Background: an optimization exercise with open tools, aiming at small area and a short achievable clock period. Do not read the settings as production practice.
No activity file was given, so power comes from the tool's default toggle rates.

## run 1
Design i2c_slave_intf, start of the top module:
module i2c_slave_intf
#(
    parameter int unsigned G_SLAVE_I2C_FIFO_WIDTH = 256,
    parameter logic [6:0]  G_SLAVE_ADDR_RST       = 7'h00,
    localparam int unsigned W                     = $clog2(G_SLAVE_I2C_FIFO_WIDTH)
) (
    input  logic         clk,
    input  logic         rst_n,
    input  logic         addr_wr_i,
    input  logic [6:0]   addr_wdata_i,
    output logic [6:0]   slave_addr_o,
    input  logic         rx_wr_en_i,
    input  logic [7:0]   rx_wdata_i,
    input  logic         rx_rd_en_i,
    output logic [7:0]   rx_rdata_o,
    output logic         rx_rvalid_o,
    input  logic         rx_flush_i,
    output logic [W:0]   rx_count_o,
    output logic         rx_empty_o,
    output logic         rx_full_o,
    output logic         rx_ovf_o,
    output logic         rx_udf_o,
    input  logic         tx_wr_en_i,
    input  logic [7:0]   tx_wdata_i,
    input  logic         tx_rd_en_i,
    output logic [7:0]   tx_rdata_o,
    output logic         tx_rvalid_o,
    input  logic         tx_flush_i,
    output logic [W:0]   tx_count_o,
    output logic         tx_empty_o,
    output logic         tx_full_o,
    output logic         tx_ovf_o,
    output logic         tx_udf_o
);
==> module i2c_byte_fifo, before the edit <==
module i2c_byte_fifo (
    input  logic         clk,
    input  logic         rst_n,
    input  logic         wr_en_i,
    input  logic [7:0]   wdata_i,
    input  logic         rd_en_i,
    input  logic         flush_i,
    output logic [7:0]   rdata_o,
    output logic         rvalid_o,
    output logic [8:0]   count_o,
    output logic         empty_o,
    output logic         full_o,
    output logic         ovf_o,
    output logic         udf_o
);
    logic [7:0]  wptr_q, wptr_d;
    logic [15:0] wrow, wcol;
    logic [7:0]  rrow_q, rrow_d;
    logic [31:0] rcol_q, rcol_d;
    logic [8:0]  count_q, count_d;
    logic        empty_q, empty_d, full;
    logic [7:0]  rdata_q, rdata_d;
    logic        rvalid_q, ovf_q, ovf_d, udf_q, udf_d;
    logic [2047:0] mem_q;
    logic push, pop, wen;
    logic cnt_is1;
    logic [7:0] head;
    assign full = count_q[8];
    assign pop  = rd_en_i & ~empty_q & ~flush_i;
    assign push = wr_en_i & (~full | pop) & ~flush_i;
    assign wen = ~full | (wr_en_i & rd_en_i);
    assign cnt_is1   = (count_q == 9'd1);
    always_comb begin
        wptr_d  = wptr_q;
        rrow_d  = rrow_q;
        rcol_d  = rcol_q;
        count_d = count_q;
        empty_d = empty_q;
        ovf_d   = ovf_q;
        udf_d   = udf_q;
        if (flush_i) begin
            wptr_d  = '0;
            rrow_d  = 8'd1;
            rcol_d  = 32'd1;
            count_d = '0;
            empty_d = 1'b1;
            ovf_d   = 1'b0;
            udf_d   = 1'b0;
        end else begin
            if (push) begin
                wptr_d = wptr_q + 8'd1;
            end
            if (pop) begin
                rcol_d = {rcol_q[30:0], rcol_q[31]};
                if (rcol_q[31]) rrow_d = {rrow_q[6:0], rrow_q[7]};
            end
            if (push && !pop) begin
                count_d = count_q + 9'd1;
                empty_d = 1'b0;
            end else if (pop && !push) begin
                count_d = count_q - 9'd1;
                empty_d = cnt_is1;
                end
            if (rd_en_i && empty_q) udf_d = 1'b1;
            if (wr_en_i && !push)   ovf_d = 1'b1;
        end
    end
    always_comb begin
        logic [7:0] grp;
        head = '0;
        for (int r = 0; r < 8; r++) begin
            grp = '0;
            for (int c = 0; c < 32; c++) begin
                grp = grp | (mem_q[(32*r+c)*8 +: 8] & {8{rcol_q[c]}});
            end
            head = head | (grp & {8{rrow_q[r]}});
        end
    end
    assign rdata_d = pop ? head : rdata_q;
    always_ff @(posedge clk or negedge rst_n) begin
        if (!rst_n) begin
            wptr_q   <= '0;
            rrow_q   <= 8'd1;
            rcol_q   <= 32'd1;
            count_q  <= '0;
            empty_q  <= 1'b1;
            rdata_q  <= '0;
            rvalid_q <= 1'b0;
            ovf_q    <= 1'b0;
            udf_q    <= 1'b0;
        end else begin
            wptr_q   <= wptr_d;
            rrow_q   <= rrow_d;
            rcol_q   <= rcol_d;
            count_q  <= count_d;
            empty_q  <= empty_d;
            rdata_q  <= rdata_d;
            rvalid_q <= pop;
            ovf_q    <= ovf_d;
            udf_q    <= udf_d;
        end
    end
    logic [15:0] wrow_en;
    always_comb begin
        for (int i = 0; i < 16; i++) begin
            wrow[i] = (wptr_q[7:4] == 4'(i));
            wcol[i] = (wptr_q[3:0] == 4'(i));
        end
    end
    assign wrow_en = wrow & {16{wen}};
    always_ff @(posedge clk) begin
        for (int r = 0; r < 16; r++) begin
            for (int c = 0; c < 16; c++) begin
                if (wrow_en[r] && wcol[c]) mem_q[(16*r+c)*8 +: 8] <= wdata_i;
            end
        end
    end
    assign rdata_o  = rdata_q;
    assign rvalid_o = rvalid_q;
    assign count_o  = count_q;
    assign empty_o  = empty_q;
    assign full_o   = full;
    assign ovf_o    = ovf_q;
    assign udf_o    = udf_q;
endmodule
Settings: LEC_CHECK=0, CAP_MARGIN=20, CORE_MARGIN=2, CORE_UTILIZATION=60, CTS_CLUSTER_DIAMETER=120, CTS_CLUSTER_SIZE=28, PLACE_DENSITY=0.72, SETUP_SLACK_MARGIN=3.0, SLEW_MARGIN=20; clock period 5.5 ns.
run.sh (not shown) runs the stock make flow with config.mk's settings and CLKGATE_MAP_FILE= SYNTH_SCRIPT=/design/flow/synth_recipe.tcl, a recipe that flattens the netlist after the stock synthesis.
Edits applied to the flow inputs when going from run 1 to run 4:
--- a/flow/design.v
+++ b/flow/design.v
@@ -19,8 +19,8 @@
 );
     logic [7:0]  wptr_q, wptr_d;
     logic [15:0] wrow, wcol;
-    logic [7:0]  rrow_q, rrow_d;
-    logic [31:0] rcol_q, rcol_d;
+    logic [15:0] rrow_q, rcol_q;
+    logic [15:0] rrow_d, rcol_d;
     logic [8:0]  count_q, count_d;
     logic        empty_q, empty_d, full;
     logic [7:0]  rdata_q, rdata_d;
@@ -44,8 +44,8 @@
         udf_d   = udf_q;
         if (flush_i) begin
             wptr_d  = '0;
-            rrow_d  = 8'd1;
-            rcol_d  = 32'd1;
+            rrow_d  = 16'd1;
+            rcol_d  = 16'd1;
             count_d = '0;
             empty_d = 1'b1;
             ovf_d   = 1'b0;
@@ -55,8 +55,8 @@
                 wptr_d = wptr_q + 8'd1;
             end
             if (pop) begin
-                rcol_d = {rcol_q[30:0], rcol_q[31]};
-                if (rcol_q[31]) rrow_d = {rrow_q[6:0], rrow_q[7]};
+                rcol_d = {rcol_q[14:0], rcol_q[15]};
+                if (rcol_q[15]) rrow_d = {rrow_q[14:0], rrow_q[15]};
             end
             if (push && !pop) begin
                 count_d = count_q + 9'd1;
@@ -72,10 +72,10 @@
     always_comb begin
         logic [7:0] grp;
         head = '0;
-        for (int r = 0; r < 8; r++) begin
+        for (int r = 0; r < 16; r++) begin
             grp = '0;
-            for (int c = 0; c < 32; c++) begin
-                grp = grp | (mem_q[(32*r+c)*8 +: 8] & {8{rcol_q[c]}});
+            for (int c = 0; c < 16; c++) begin
+                grp = grp | (mem_q[(16*r+c)*8 +: 8] & {8{rcol_q[c]}});
             end
             head = head | (grp & {8{rrow_q[r]}});
         end
@@ -84,8 +84,8 @@
     always_ff @(posedge clk or negedge rst_n) begin
         if (!rst_n) begin
             wptr_q   <= '0;
-            rrow_q   <= 8'd1;
-            rcol_q   <= 32'd1;
+            rrow_q   <= 16'd1;
+            rcol_q   <= 16'd1;
             count_q  <= '0;
             empty_q  <= 1'b1;
             rdata_q  <= '0;
- Looking at number of sinks handled by clock tree synthesis across run 1 and run 4, the one that comes out lower is run 4.
- Run 4: worst stage delay on the critical path 220 ps below run 1
- Comparing run 1 and run 4, routing usage on met3 is lower on run 4.
- Compared with run 1, run 4 is the more power-hungry design.
- Run 1 has a higher number of instances in the synthesized netlist than run 4.
- Total power per unit cell area, run 1 and run 4: smaller value in run 1
- Summary of run 4 over run 1: met2 layer usage reported by global route has decreased, power of the combinational group went up, largest net degree at the start of global routing dropped 29, critical path depth moved up.
- Taking run 1 as the reference point, the non-clock buffer share of cell area of run 4 falls by 1.3 points.
- Number of antenna violations at the first check in global routing (lower): run 4
No functional check of the RTL was part of any run of this note.

[afterwards: timing with drivers on the ports]
In the flow no input, the clock included, has a driving cell. The finished layouts below were timed again as built, in two steps.
Step 1 assumes that a clkbuf_16 drives the clock port and a buf_2 every other input.
Step 2 times the ports against the registers' clock, not the clock port: input delays grow and output delays shrink by t, the midpoint of the rising clock arrivals with the driver on.
a / b / c = no drivers / after step 1 / after step 2; a / b = the first two.
run | t (ns) | setup WS [ns] | hold WS [ns]
run 1 | 0.994 | 2.194 / 2.194 / 2.084 | 0.098 / 0.038 / 0.512
run 4 | 0.966 | 2.459 / 2.459 / 2.021 | 0.145 / 0.095 / 0.516
After both steps every run listed still meets setup and hold. The setup slack of run 4, which loses most, moves by 0.000 ns with the drivers and by -0.438 ns with both steps.
